Context: an optimization exercise on an open-source flow, tuned for small area and few clock cycles per item. The choices shown serve that exercise and are no tape-out recipe. No functional check of the RTL was part of any run shown here. Power is estimated from default activity; no workload was simulated.

==> flow/design.v, too long to show whole: its modules and the start of the top module <==
// module fir_mac: 19 lines
// module fir_serial_mac: 6689 lines
// module fir_fa: 4 lines
module fir_serial_mac #(
  parameter int DATA_WIDTH = 16,
  parameter int COEF_WIDTH = 16,
  parameter int TAPS       = 9,
  parameter int OUT_WIDTH  = 16,
  parameter int SHIFT      = 15
) (
  input  logic                         clk,
  input  logic                         reset,
  input  logic                         coef_wr,
  input  logic [$clog2(TAPS)-1:0]      coef_addr,
  input  logic signed [COEF_WIDTH-1:0] coef_data,
  input  logic                         in_valid,
  input  logic signed [DATA_WIDTH-1:0] in_data,
  output logic                         in_ready,
  output logic                         out_valid,
  output logic signed [OUT_WIDTH-1:0]  out_data,
  output logic                         out_sat,
  input  logic                         out_ready,
  output logic                         busy
);
  // ...
==> flow/run.sh <==
#!/bin/bash
# synth_recipe.tcl (not shown) runs the flow's synth.tcl, then flattens the netlist and writes it again
# the make line also repeats each setting of config.mk as NAME=value (left out here)
make -C /OpenROAD-flow-scripts/flow DESIGN_CONFIG=/design/flow/config.mk WORK_HOME=/design/flow/orfs CLKGATE_MAP_FILE= SYNTH_SCRIPT=/design/flow/synth_recipe.tcl finish
==> flow/config.mk <==
export PLATFORM = sky130hd
export DESIGN_NAME = fir_serial_mac
export DESIGN_NICKNAME = fir_serial_mac
export VERILOG_FILES = /design/flow/design.v
export SDC_FILE = /design/flow/constraint.sdc
export NUM_CORES = 4
export LEC_CHECK = 0
export ABC_AREA = 1
export CAP_MARGIN = 20
export CORE_MARGIN = 2
export CORE_UTILIZATION = 40
export SLEW_MARGIN = 20
export SYNTH_HIERARCHICAL = 1
export SYNTH_MINIMUM_KEEP_SIZE = 0
==> flow/constraint.sdc <==
create_clock -name core_clock -period 10.0 [get_ports {clk}]
set_input_delay 2.0000 -clock core_clock [delete_from_list [all_inputs] [get_ports {clk}]]
set_output_delay 2.0000 -clock core_clock [all_outputs]
set_load 0.01 [all_outputs]
==> insert_results.sql, run 1 <==
INSERT INTO impl_metrics (metric_group, metric, value, unit) VALUES
('critical_path', 'slowest_stage', 'nand2_1', ''),
('clocking', 'cts-htree-levels', '2', ''),
('worst_hold_path', 'count_of_cells_along_the_worst_hold_path', '2', ''),
('global_routing', 'grt_first_pass_wirelength', '436900', 'µm'),
('sta', 'timing_worst_slew_pin_value', '1.189', 'ns'),
('drt', 'route.detailed.vias_per_inst', '6.394', ''),
('finish', 'sh_seq_area', '0.09367', ''),
('finish', 'syn_to_final_growth', '11.23', '%'),
('critical_path', 'r2r_setup_slack', '0.34', 'ns'),
('pwr', 'design_internal_power', '10410', 'µW'),
('pwr', 'swShare', '0.5466', ''),
('drt', 'detailroute.wirelength.met3', '40130', 'µm'),
('drt', 'first_pass_iters', '6', ''),
('finish', 'clock_tree_area_fraction', '0.02705', ''),
('pwr', 'p_clk', '2070', 'µW'),
('sta', 'min_period_over_period', '0.9658', ''),
('place', 'placed_cells_incl_taps', '8445', ''),
('synthesis', 'synth_xor_xnor_area_share', '0.1758', ''),
('outcome', 'status', 'no timing/DRC/antenna violations', ''),
('finish', 'nClkBuffers', '61', ''),
('sta', 'timing.clock.skew', '0.02775', 'ns'),
('pwr', 'power_leakage', '0.03377', 'µW'),
('critical_path', 'timing.critical_path.mode_cell', 'fa_1', ''),
('synthesis', 'fraction_of_synthesized_area_in_multiplexers', '0', ''),
('clocking', 'cts_setup_buffers', '0', ''),
('finish', 'largestRegisters', 'c (144), x (144), out_data (16)', ''),
('critical_path', 'critPathLaunch', 'x[105]$_SDFFE_PP0P_', ''),
('drt', 'routed-via-count', '54620', ''),
('sta', 'post-route-min-period', '9.658', 'ns'),
('clocking', 'clkLatencyLatePin', '0.69', 'ns'),
('finish', 'n_sequential_cell', '307', ''),
('synthesis', 'ys_ff_latch', '307', ''),
('floorplan', 'die-width', '393.5', 'µm'),
('critical_path', 'startpoint_type_of_the_worst_setup_path', 'flop', ''),
('global_routing', 'antenna_found_initial', '6', ''),
('synthesis', 'area_share_of_fa_ha_maj_cells_after_synthesis', '0.4288', ''),
('global_routing', 'grt-ovfl-total', '0', ''),
('sta', 'clock.fmax', '103.5', 'MHz');
==> run 2, diff against run 1 <==
--- a/flow/config.mk
+++ b/flow/config.mk
@@ -10,4 +10,5 @@
 export CORE_MARGIN = 2
 export CORE_UTILIZATION = 40
+export GPL_TIMING_DRIVEN = 0
 export SLEW_MARGIN = 20
 export SYNTH_HIERARCHICAL = 1
==> insert_results.sql, run 2 <==
INSERT INTO impl_metrics (metric_group, metric, value, unit) VALUES
('critical_path', 'critical-path-max-stage-delay', '0.54', 'ns'),
('sta', 'min_period_over_period', '0.9877', ''),
('sta', 'post-route-worst-setup-slack', '0.1233', 'ns'),
('critical_path', 'slowest_stage', 'fa_1', ''),
('critical_path', 'timing.setup.critical_path_class', 'reg -> reg', ''),
('floorplan', 'die-width', '393.5', 'µm'),
('synthesis', 'yosys.cell_count.top_type', 'fa_1', ''),
('place', 'buffer_ports.inserted', '58', ''),
('drt', 'routed-via-count', '55740', ''),
('synthesis', 'synth_xor_xnor_area_share', '0.1758', ''),
('drt', 'wl', '369300', 'µm'),
('clocking', 'tritoncts', 'done', ''),
('global_routing', 'groute.usage.overall', '0.4637', ''),
('pwr', 'power_per_cell_area', '253.7', 'mW/mm²'),
('synthesis', 'area_share_of_fa_ha_maj_cells_after_synthesis', '0.4288', ''),
('clocking', 'clock_tree.buffer_depth', '3', ''),
('global_routing', 'grt_first_pass_wirelength', '481400', 'µm'),
('clocking', 'clock_pin_transition_on_the_worst_setup_and_hold_timing_paths', '0.06', 'ns'),
('clocking', 'clkLatencyLatePin', '0.70', 'ns'),
('critical_path', 'reg2reg_depth', '34', ''),
('sta', 'report.final.slew_viol_count', '0', ''),
('flow_run', 'max-cap-violations', '0', ''),
('worst_hold_path', 'count_of_cells_along_the_worst_hold_path', '2', ''),
('sta', 'clock.fmax', '101.2', 'MHz'),
('synthesis', 'main_combinational_cell_family_by_area_after_synthesis', 'adder cells', ''),
('sta', 'timing_worst_slew_pin_value', '1.175', 'ns'),
('synthesis', 'number_of_enable_type_register_cells_in_the_synthesized_netlist', '17', ''),
('finish', 'final_core_util', '0.4499', ''),
('floorplan', 'top_level_ports', '61', ''),
('critical_path', 'maximum_fanout_encountered_on_the_critical_timing_path', '10', ''),
('floorplan', 'placeableCoreArea', '0.1503', 'mm²'),
('finish', 'layout.cell_area.non_filler', '0.06763', 'mm²'),
('drt', 'first_pass_iters', '7', ''),
('synthesis', 'ys_ff_latch', '307', ''),
('place', 'hpwl', '319100', 'µm'),
('synthesis', 'async_reset_ff_frac', '0', ''),
('finish', 'syn_to_final_growth', '11.45', '%'),
('synthesis', 'post_synth_and_or_nand_nor_area_fraction', '0.06409', ''),
('synthesis', 'complex_gate_fraction_of_the_synthesized_area', '0.1640', ''),
('synthesis', 'postSynthAreaPerCell', '9.538', 'µm²'),
('sta', 'worst_slew_margin_rel', '0.2144', ''),
('critical_path', 'timing.rr.start', 'c[34]$_SDFFE_PP0P_', ''),
('pwr', 'power_leakage', '0.03317', 'µW'),
('place', 'pre_cts_ws', '-1.191', 'ns'),
('sta', 'timing.clock.skew', '0.08043', 'ns'),
('sta', 'rsz0062_at_grt', 'true', ''),
('synthesis', 'synth.top_cells.by_count', 'fa_1, o22ai_1, xor2_1', ''),
('critical_path', 'critical_path.reg2reg.endpoint', 'out_data[7]$_DFFE_PN_', ''),
('drt', 'detail_route.drc_violations', '0', ''),
('sta', 'setup_tns', '0', 'ns'),
('drt', 'post_drt_wl_per_cell', '42.73', 'µm'),
('critical_path', 'startpoint_type_of_the_worst_setup_path', 'flop', ''),
('synthesis', 'netlist-cell-type-count', '44', ''),
('drt', 'route.detailed.vias_per_inst', '6.450', ''),
('global_routing', 'antenna_found_initial', '13', ''),
('sta', 'setup_viol', '0', ''),
('critical_path', 'timing.critical_path.required', '10.38', 'ns'),
('outcome', 'status', 'no timing/DRC/antenna violations', ''),
('critical_path', 'worst-endpoint-arrival', '10.26', 'ns'),
('sta', 'finalHoldViolations', '0', ''),
('synthesis', 'fraction_of_synthesized_area_in_multiplexers', '0', ''),
('synthesis', 'yosysSeqAreaShare', '0.1041', ''),
('worst_hold_path', 'worst_hold_startpoint', 'c[108]$_SDFFE_PP0P_', ''),
('finish', 'most_used_cells_in_the_layout_excluding_fill_and_tap_cells', 'fa_1, o22ai_1, xor2_1', ''),
('finish', 'largestRegisters', 'c (144), x (144), out_data (16)', ''),
('synthesis', 'synthDominantCellAreaShare', '0.4117', ''),
('synthesis', 'ys_dominant_reg_cell', 'dfxtp_1', ''),
('synthesis', 'yosys-top-cells-area', 'fa_1, xor2_1, o22ai_1', ''),
('worst_hold_path', 'hold_path.class', 'reg -> reg', ''),
('clocking', 'cts-htree-levels', '2', ''),
('synthesis', 'yosysWarnings', '7', ''),
('drt', 'route.antenna.remaining_nets', '0', ''),
('finish', 'final_net_count', '7956', ''),
('global_routing', 'grt_start_max_net_pins', '20', ''),
('critical_path', 'cp-end-kind', 'flop', ''),
('global_routing', 'grt_pass1_vias', '52970', ''),
('worst_hold_path', 'worst_hold_path.endpoint', 'c[108]$_SDFFE_PP0P_', ''),
('place', 'gpl.final_weighted_congestion', '1.183', ''),
('global_routing', 'grt-ovfl-total', '0', ''),
('finish', 'commonest_non_fill_non_tap_cell_in_the_layout', 'fa_1', ''),
('synthesis', 'mappedNetlistArea', '0.06068', 'mm²'),
('floorplan', 'initial_core_util', '0.4037', ''),
('critical_path', 'timing.critical_path.mode_cell', 'fa_1', ''),
('sta', 'post-route-min-period', '9.877', 'ns'),
('critical_path', 'r2r_setup_slack', '0.12', 'ns'),
('drt', 'drt_first_iter_violations', '8811', ''),
('synthesis', 'synthCells', '6362', ''),
('clocking', 'tritoncts_buffers', '44', ''),
('clocking', 'post_cts_hold_buffer_count', '0', ''),
('clocking', 'clockRootBuffer', 'clkbuf_16', ''),
('synthesis', 'synth.largest_area_cell', 'fa_1', ''),
('pwr', 'vdd.ir_drop.worst', '0.7887', 'mV'),
('place', 'placed_area', '0.06391', 'mm²'),
('clocking', 'cts_sinks', '307', ''),
('floorplan', 'design.die.area', '0.1548', 'mm²'),
('floorplan', 'fp-row-count', '142', ''),
('finish', 'drive_gt1_frac', '0.1127', ''),
('floorplan', 'die_h', '393.5', 'µm');
[run 2: worst max-delay path by stage]
stage          slack [ns]  cells past startpoint                 from                endpoint
2_1_floorplan        0.40                     32   x[18]$_SDFFE_PP0P_  out_data[10]$_DFFE_PN_
3_3_place_gp        -1.09                     35   x[81]$_SDFFE_PP0P_  out_data[13]$_DFFE_PN_
3_5_place_dp        -1.19                     35   x[81]$_SDFFE_PP0P_   out_data[7]$_DFFE_PN_
4_1_cts             0.003                     34   x[33]$_SDFFE_PP0P_   out_data[7]$_DFFE_PN_
5_1_grt             -0.10                     36  x[113]$_SDFFE_PP0P_  out_data[11]$_DFFE_PN_
6_report             0.12                     34   c[34]$_SDFFE_PP0P_   out_data[7]$_DFFE_PN_
[run 2: modules after synthesis, one instance, submodules excluded]
module	cell area (µm²)	times used
fir_serial_mac	35700	1
fir_fa	20.02	1248
[run 2: final cells by class]
| type | count | area, µm² |
|---|---|---|
| timing repair inverter | 2 | 10.01 |
| tap | 2016 | 2522 |
| antenna | 8 | 20.02 |
| sequential | 307 | 6397 |
| clock inverter | 21 | 198.9 |
| fill | 14850 | 82680 |
| clock buffer | 59 | 1219 |
| multi-input combinational | 5088 | 51330 |
| inverter | 497 | 1977 |
| buffer | 420 | 2059 |
| timing repair buffer | 224 | 1896 |
[run 2: timing repair]
item	4_1_cts	5_1_grt
endpoints found under the setup margin	17	16
setup buffers	34	128
resized for setup	203	279
pin swaps	25	43
gates cloned	0	3
[run 2: worst max-delay path, delay by kind of cell (launching register included)]
kind | cells | cell delay (ns)
fa+ha+maj | 16 | 6.72
simple gates | 12 | 0.94
buf+inv | 3 | 0.65
flops | 1 | 0.45
compound gates | 2 | 0.44
xor+xnor | 1 | 0.38
[run 2: cell families after synthesis]
logic type,count (synthesis)
other,1
adders and majority gates,1331
buffers and inverters,971
xor gates and xnor gates,1218
and+or+nand+nor,926
AOI/OAI and AO/OA,1608
DFF,307
[run 2: layer usage]
layer	GRT usage	part of all wire	vias to the layer above
li1	-	-	21920
met1	0.6152	0.38	28830
met2	0.6274	0.39	4225
met3	0.1636	0.13	772
met4	0.3196	0.088	4
met5	0	0.000057	-
[run 2: stage by stage]
step	instances	hold slack (ns)	total power, µW
5_1_grt	8635	0.4847	18420
4_1_cts	8519	0.4631	16620
3_5_place_dp	8442	0.4551	14880
2_1_floorplan	6365	0.4392	10410
3_3_place_gp	8439	0.4524	14850
6_report	8642	0.4612	17160
[run 2: where the power goes]
| group | internal (µW) | switching (µW) |
|---|---|---|
| clock network | 889 | 723 |
| registers | 1470 | 34.1 |
| logic | 5100 | 8940 |
| total | 7460 | 9700 |

[re-timing with driven ports]
In the flow no input, the clock included, has a driving cell. The finished layouts below were timed again as built, in two steps. Step 1 assumes that a clkbuf_16 drives the clock port and a buf_2 every other input. Step 2 moves the port delays by t, midway between the first and last clock arrival at a register: inputs arrive t later, outputs are due t later. That takes back most of the time a late clock gives input paths. a / b / c = no drivers / after step 1 / after step 2; a / b = the first two.
run | t (ns) | setup WS [ns] | hold WS [ns] | worst setup path at the end | pins driven straight from the clock port
run 1 | 0.758 | 0.342 / 0.342 / 0.342 | 0.464 / 0.464 / 0.464 | register to register | 1
run 2 | 0.756 | 0.123 / 0.123 / 0.123 | 0.461 / 0.461 / 0.461 | register to register | 1
After both steps every run listed still meets setup and hold.
